From an optimization exercise on the open Yosys and OpenROAD flow, aimed at small area and a short achievable clock period; shortcuts taken in it are not production practice.
In this exercise RTL edits were held to simulation tests only and were not proved equivalent to the original.

==> inputs of run C <==
==> flow/design.v <==
package regfile_pkg;
   typedef enum logic {
      CLEAR = 1'b0,
      RUN   = 1'b1
   } state_e;
   localparam int                    DEF_DATA_W  = 32;
   localparam int                    DEF_NREGS   = 32;
   localparam int                    DEF_SP_REG  = 29;
   localparam logic [DEF_DATA_W-1:0] DEF_SP_INIT = 32'h0000_2FFC;
   function automatic int aw_of(input int nregs);
      aw_of = (nregs <= 1) ? 1 : $clog2(nregs);
   endfunction
endpackage
module regfile_sb_rdport
#(
   parameter int DATA_W   = regfile_pkg::DEF_DATA_W,
   parameter int AW       = 5,
   parameter bit ZERO_REG = 1'b1
) (
   input  logic              run,
   input  logic [AW-1:0]     addr,
   input  logic [DATA_W-1:0] rh_data,
   input  logic              rh_busy,
   input  logic              wr_en,
   input  logic [AW-1:0]     wr_addr,
   input  logic [DATA_W-1:0] wr_data,
   output logic [DATA_W-1:0] data,
   output logic              busy
);
   logic wr_hit;
   always_comb begin
      data   = rh_data;
      busy   = rh_busy;
      wr_hit = wr_en && (wr_addr == addr);
      if (!run) begin
         data = '0;
         busy = 1'b1;
      end else if (ZERO_REG && (addr == '0)) begin
         data = '0;
         busy = 1'b0;
      end else if (wr_hit) begin
         data = wr_data;
         busy = 1'b0;
      end
   end
endmodule
module regfile_sb
#(
   parameter int                DATA_W   = regfile_pkg::DEF_DATA_W,
   parameter int                NREGS    = regfile_pkg::DEF_NREGS,
   parameter int                NRD      = 2,
   parameter bit                ZERO_REG = 1'b1,
   parameter int                SP_REG   = regfile_pkg::DEF_SP_REG,
   parameter logic [DATA_W-1:0] SP_INIT  = DATA_W'(regfile_pkg::DEF_SP_INIT),
   localparam int               AW       = regfile_pkg::aw_of(NREGS)
) (
   input  logic                  clk,
   input  logic                  rst_n,
   output logic                  ready,
   input  logic [NRD*AW-1:0]     rd_addr,
   output logic [NRD*DATA_W-1:0] rd_data,
   output logic [NRD-1:0]        rd_busy,
   input  logic                  wr_en,
   input  logic [AW-1:0]         wr_addr,
   input  logic [DATA_W-1:0]     wr_data,
   input  logic                  iss_en,
   input  logic [AW-1:0]         iss_addr,
   input  logic [AW-1:0]         dbg_addr,
   output logic [DATA_W-1:0]     dbg_data
);
   typedef logic [DATA_W-1:0] word_t;
   regfile_pkg::state_e            state_q, state_d;
   logic [AW-1:0]     ptr_q, ptr_d;
   logic [NREGS-1:0]  busy_q, busy_d;
   logic [NREGS-1:0][DATA_W-1:0] rh_q;
   logic [NREGS-1:0][DATA_W-1:0] rh_d;
   word_t             dbg_data_q, dbg_data_d;
   logic              run;
   assign run      = (state_q == regfile_pkg::RUN);
   assign ready    = run;
   assign dbg_data = dbg_data_q;
   always_comb begin
      state_d = state_q;
      ptr_d   = ptr_q;
      if (!run) begin
         if (ptr_q == AW'(NREGS - 1)) begin
            state_d = regfile_pkg::RUN;
         end else begin
            ptr_d = ptr_q + AW'(1);
         end
      end
   end
   always_comb begin
      rh_d = rh_q;
      if (!run) begin
         rh_d[ptr_q] = (ptr_q == AW'(SP_REG)) ? SP_INIT : '0;
      end else if (wr_en && !(ZERO_REG && (wr_addr == '0))) begin
         rh_d[wr_addr] = wr_data;
      end
   end
   always_comb begin
      busy_d = busy_q;
      if (!run) begin
         busy_d = '0;
      end else begin
         for (int r = 0; r < NREGS; r++) begin
            if (iss_en && (iss_addr == AW'(r)) && !(ZERO_REG && (r == 0))) begin
               busy_d[r] = 1'b1;
            end else if (wr_en && (wr_addr == AW'(r))) begin
               busy_d[r] = 1'b0;
            end
         end
      end
   end
   always_comb begin
      dbg_data_d = run ? rh_q[dbg_addr] : '0;
   end
   always_ff @(posedge clk) begin
      if (!rst_n) begin
         state_q    <= regfile_pkg::CLEAR;
         ptr_q      <= '0;
         busy_q     <= '0;
         dbg_data_q <= '0;
      end else begin
         state_q    <= state_d;
         ptr_q      <= ptr_d;
         busy_q     <= busy_d;
         dbg_data_q <= dbg_data_d;
         rh_q       <= rh_d;
      end
   end
   for (genvar i = 0; i < NRD; i++) begin : g_rd
      logic [AW-1:0] addr;
      assign addr = rd_addr[i*AW +: AW];
      regfile_sb_rdport #(
         .DATA_W   (DATA_W),
         .AW       (AW),
         .ZERO_REG (ZERO_REG)
      ) u_rdport (
         .run     (run),
         .addr    (addr),
         .rh_data (rh_q[addr]),
         .rh_busy (busy_q[addr]),
         .wr_en   (wr_en),
         .wr_addr (wr_addr),
         .wr_data (wr_data),
         .data    (rd_data[i*DATA_W +: DATA_W]),
         .busy    (rd_busy[i])
      );
   end
endmodule
==> flow/run.sh <==
#!/bin/bash
# synth_recipe.tcl (not shown) runs the flow's synth.tcl, then flattens the netlist and writes it again
# the make line also repeats each setting of config.mk as NAME=value (left out here)
make -C /OpenROAD-flow-scripts/flow DESIGN_CONFIG=/design/flow/config.mk WORK_HOME=/design/flow/orfs CLKGATE_MAP_FILE= SYNTH_SCRIPT=/design/flow/synth_recipe.tcl finish
==> flow/config.mk <==
export PLATFORM = sky130hd
export DESIGN_NAME = regfile_sb
export DESIGN_NICKNAME = regfile_sb
export VERILOG_FILES = /design/flow/design.v
export SDC_FILE = /design/flow/constraint.sdc
export NUM_CORES = 4
export LEC_CHECK = 0
export CAP_MARGIN = 20
export CORE_MARGIN = 2
export CORE_UTILIZATION = 40
export SLEW_MARGIN = 20
==> flow/constraint.sdc <==
create_clock -name core_clock -period 6.5 [get_ports {clk}]
set_input_delay 1.3000 -clock core_clock [delete_from_list [all_inputs] [get_ports {clk}]]
set_output_delay 1.3000 -clock core_clock [all_outputs]
set_load 0.01 [all_outputs]
==> run R: changes against run C <==
==> flow/design.v (replaced) <==
package regfile_pkg;
   typedef enum logic {
      CLEAR = 1'b0,
      RUN   = 1'b1
   } state_e;
   localparam int                    DEF_DATA_W  = 32;
   localparam int                    DEF_NREGS   = 32;
   localparam int                    DEF_SP_REG  = 29;
   localparam logic [DEF_DATA_W-1:0] DEF_SP_INIT = 32'h0000_2FFC;
   function automatic int aw_of(input int nregs);
      aw_of = (nregs <= 1) ? 1 : $clog2(nregs);
   endfunction
endpackage
module regfile_sb_aoi222 (
   input  logic a0, b0, a1, b1, a2, b2,
   output logic y
);
   assign y = !((a0 && b0) || (a1 && b1) || (a2 && b2));
endmodule
module regfile_sb_aoi22 (
   input  logic a0, b0, a1, b1,
   output logic y
);
   assign y = !((a0 && b0) || (a1 && b1));
endmodule
module regfile_sb_nand2 (
   input  logic a0, b0,
   output logic y
);
   assign y = !(a0 && b0);
endmodule
module regfile_sb_nand11 (
   input  logic [10:0] x,
   output logic        y
);
   assign y = !(&x);
endmodule
module regfile_sb_mux32 (
   input  logic [31:0] s,
   input  logic [31:0] d,
   output logic        y
);
   logic [10:0] g;
   for (genvar k = 0; k < 10; k++) begin : g_aoi
      regfile_sb_aoi222 u_aoi (
         .a0(s[3*k]),   .b0(d[3*k]),
         .a1(s[3*k+1]), .b1(d[3*k+1]),
         .a2(s[3*k+2]), .b2(d[3*k+2]),
         .y (g[k])
      );
   end
   regfile_sb_aoi22 u_last (.a0(s[30]), .b0(d[30]), .a1(s[31]), .b1(d[31]), .y(g[10]));
   regfile_sb_nand11 u_or (.x(g), .y(y));
endmodule
module regfile_sb_mux31 (
   input  logic [30:0] s,
   input  logic [30:0] d,
   output logic        y
);
   logic [10:0] g;
   for (genvar k = 0; k < 10; k++) begin : g_aoi
      regfile_sb_aoi222 u_aoi (
         .a0(s[3*k]),   .b0(d[3*k]),
         .a1(s[3*k+1]), .b1(d[3*k+1]),
         .a2(s[3*k+2]), .b2(d[3*k+2]),
         .y (g[k])
      );
   end
   regfile_sb_nand2 u_last (.a0(s[30]), .b0(d[30]), .y(g[10]));
   regfile_sb_nand11 u_or (.x(g), .y(y));
endmodule
module regfile_sb_rdport (
   input  logic [31:1]       sel,
   input  logic [31:1][31:0] rh_data,
   input  logic              byp,
   input  logic [31:0]       wr_data,
   output logic [31:0]       data
);
   for (genvar b = 0; b < 32; b++) begin : g_bit
      logic [31:0] d;
      for (genvar r = 1; r < 32; r++) begin : g_r
         assign d[r-1] = rh_data[r][b];
      end
      assign d[31] = wr_data[b];
      regfile_sb_mux32 u_mux (.s({byp, sel}), .d(d), .y(data[b]));
   end
endmodule
module regfile_sb_dbgport (
   input  logic [31:1]       sel,
   input  logic [31:1][31:0] rh_data,
   output logic [31:0]       data
);
   for (genvar b = 0; b < 32; b++) begin : g_bit
      logic [30:0] d;
      for (genvar r = 1; r < 32; r++) begin : g_r
         assign d[r-1] = rh_data[r][b];
      end
      regfile_sb_mux31 u_mux (.s(sel), .d(d), .y(data[b]));
   end
endmodule
module regfile_sb
#(
   parameter int                DATA_W   = regfile_pkg::DEF_DATA_W,
   parameter int                NREGS    = regfile_pkg::DEF_NREGS,
   parameter int                NRD      = 2,
   parameter bit                ZERO_REG = 1'b1,
   parameter int                SP_REG   = regfile_pkg::DEF_SP_REG,
   parameter logic [DATA_W-1:0] SP_INIT  = DATA_W'(regfile_pkg::DEF_SP_INIT),
   localparam int               AW       = regfile_pkg::aw_of(NREGS)
) (
   input  logic                  clk,
   input  logic                  rst_n,
   output logic                  ready,
   input  logic [NRD*AW-1:0]     rd_addr,
   output logic [NRD*DATA_W-1:0] rd_data,
   output logic [NRD-1:0]        rd_busy,
   input  logic                  wr_en,
   input  logic [AW-1:0]         wr_addr,
   input  logic [DATA_W-1:0]     wr_data,
   input  logic                  iss_en,
   input  logic [AW-1:0]         iss_addr,
   input  logic [AW-1:0]         dbg_addr,
   output logic [DATA_W-1:0]     dbg_data
);
   logic                         run_q;
   logic [AW-1:0]                ptr_q;
   logic [NREGS-1:1]             busy_q;
   logic [NREGS-1:1][DATA_W-1:0] rh_q;
   logic [DATA_W-1:0]            dbg_data_q;
   logic [NREGS-1:1]             wr_hit;    
   logic [NREGS-1:1]             iss_hit;
   logic [NREGS-1:1]             dbg_sel;
   logic [DATA_W-1:0]            dbg_data_d;
   assign ready    = run_q;
   assign dbg_data = dbg_data_q;
   for (genvar r = 1; r < NREGS; r++) begin : g_dec
      assign wr_hit[r]  = wr_en && (wr_addr == AW'(r));
      assign iss_hit[r] = iss_en && (iss_addr == AW'(r));
      assign dbg_sel[r] = rst_n && run_q && (dbg_addr == AW'(r));
   end
   always_ff @(posedge clk) begin
      if (!rst_n) begin
         run_q <= 1'b0;
         ptr_q <= '0;
      end else begin
         ptr_q <= ptr_q + AW'(1);
         if (ptr_q == AW'(NREGS - 1)) run_q <= 1'b1;
      end
   end
   for (genvar r = 1; r < NREGS; r++) begin : g_reg
      localparam logic [DATA_W-1:0] INIT = (r == SP_REG) ? SP_INIT : '0;
      always_ff @(posedge clk) begin
         if (!run_q || wr_hit[r]) begin
            rh_q[r] <= run_q ? wr_data : INIT;
         end
      end
   end
   always_ff @(posedge clk) begin
      busy_q <= {(NREGS-1){rst_n && run_q}} & (iss_hit | (busy_q & ~wr_hit));
   end
   regfile_sb_dbgport u_dbgport (
      .sel     (dbg_sel),
      .rh_data (rh_q),
      .data    (dbg_data_d)
   );
   always_ff @(posedge clk) begin
      dbg_data_q <= dbg_data_d;
   end
   for (genvar i = 0; i < NRD; i++) begin : g_rd
      logic [AW-1:0]    addr;
      logic [NREGS-1:1] sel;
      logic             byp;
      assign addr = rd_addr[i*AW +: AW];
      assign byp  = run_q && wr_en && (wr_addr == addr) && (addr != '0);
      for (genvar r = 1; r < NREGS; r++) begin : g_sel
         assign sel[r] = run_q && (addr == AW'(r)) && !wr_hit[r];
      end
      assign rd_busy[i] = !run_q || |(sel & busy_q);
      regfile_sb_rdport u_rdport (
         .sel     (sel),
         .rh_data (rh_q),
         .byp     (byp),
         .wr_data (wr_data),
         .data    (rd_data[i*DATA_W +: DATA_W])
      );
   end
endmodule
--- a/flow/config.mk
+++ b/flow/config.mk
@@ -9,3 +9,5 @@
 export CORE_MARGIN = 2
 export CORE_UTILIZATION = 40
+export SETUP_SLACK_MARGIN = 2.6
 export SLEW_MARGIN = 20
+export SYNTH_HIERARCHICAL = 1
==> metrics.cfg <==
[outcome]
status=timing/DRC/antenna clean

[cells_and_area]
nMultiInputCombCells=1961
synthToLayoutAreaGrowth_pct=30.3
buffer_area_frac=0.118
signal_buffers=629

[worst_setup_path]
critPathLaunch=wr_addr[2]
path_cells=buf_8 -> buf_8 -> nor4b_4 -> nand2_2 -> and3_4 -> buf_12 -> buf_16 -> a222oi_1 -> nand4_1 -> or3_4 -> buf_6
slowest_delay_ns=0.60

[yosys]
ys_types=56

[worst_hold_path]
holdPathEnd=ptr_q[0]$_SDFF_PN0_

[drt]
dr_wl_met2_um=98700
wl_um=251000

[place]
placed_cell_area_mm2=0.0546

[floorplanning]
fp.dieH_um=347

That was run R.
==> metrics.cfg <==
[outcome]
status=timing/DRC/antenna clean

[drt]
dr_wl_met2_um=148000
wl_um=347000

[cells_and_area]
synthToLayoutAreaGrowth_pct=12.8
buffer_area_frac=0.0558
nMultiInputCombCells=4105
signal_buffers=487

[worst_hold_path]
holdPathEnd=busy_q[8]$_SDFFE_PN0P_

That was run C.

==> static timing again, ports no longer ideal <==
In the flow no input, the clock included, has a driving cell. The finished layouts below were timed again as built, in two steps. Step 1 assumes that a clkbuf_16 drives the clock port and a buf_2 every other input. Step 2, shift: input delay + t, output delay - t, t = (earliest + latest rising clock arrival at the registers) / 2. This alone moves slack from input paths to output paths. Three values: no drivers, after step 1, after step 2; two values: the first two.
run	t (ns)	slack for setup (ns)	hold WS [ns]	worst setup path after step 2	slew at the worst register clock pin (ns)
run C	0.903	0.097 / 0.046 / 0.046	0.508 / 0.508 / 0.508	input to output	0.07 / 0.07
run R	0.811	1.036 / 0.995 / 0.995	0.449 / 0.449 / 0.449	input to output	0.07 / 0.07
After both steps setup and hold are still met in every run listed. The setup slack of run C, which loses most, moves by -0.051 ns with the drivers and by -0.051 ns with both steps.
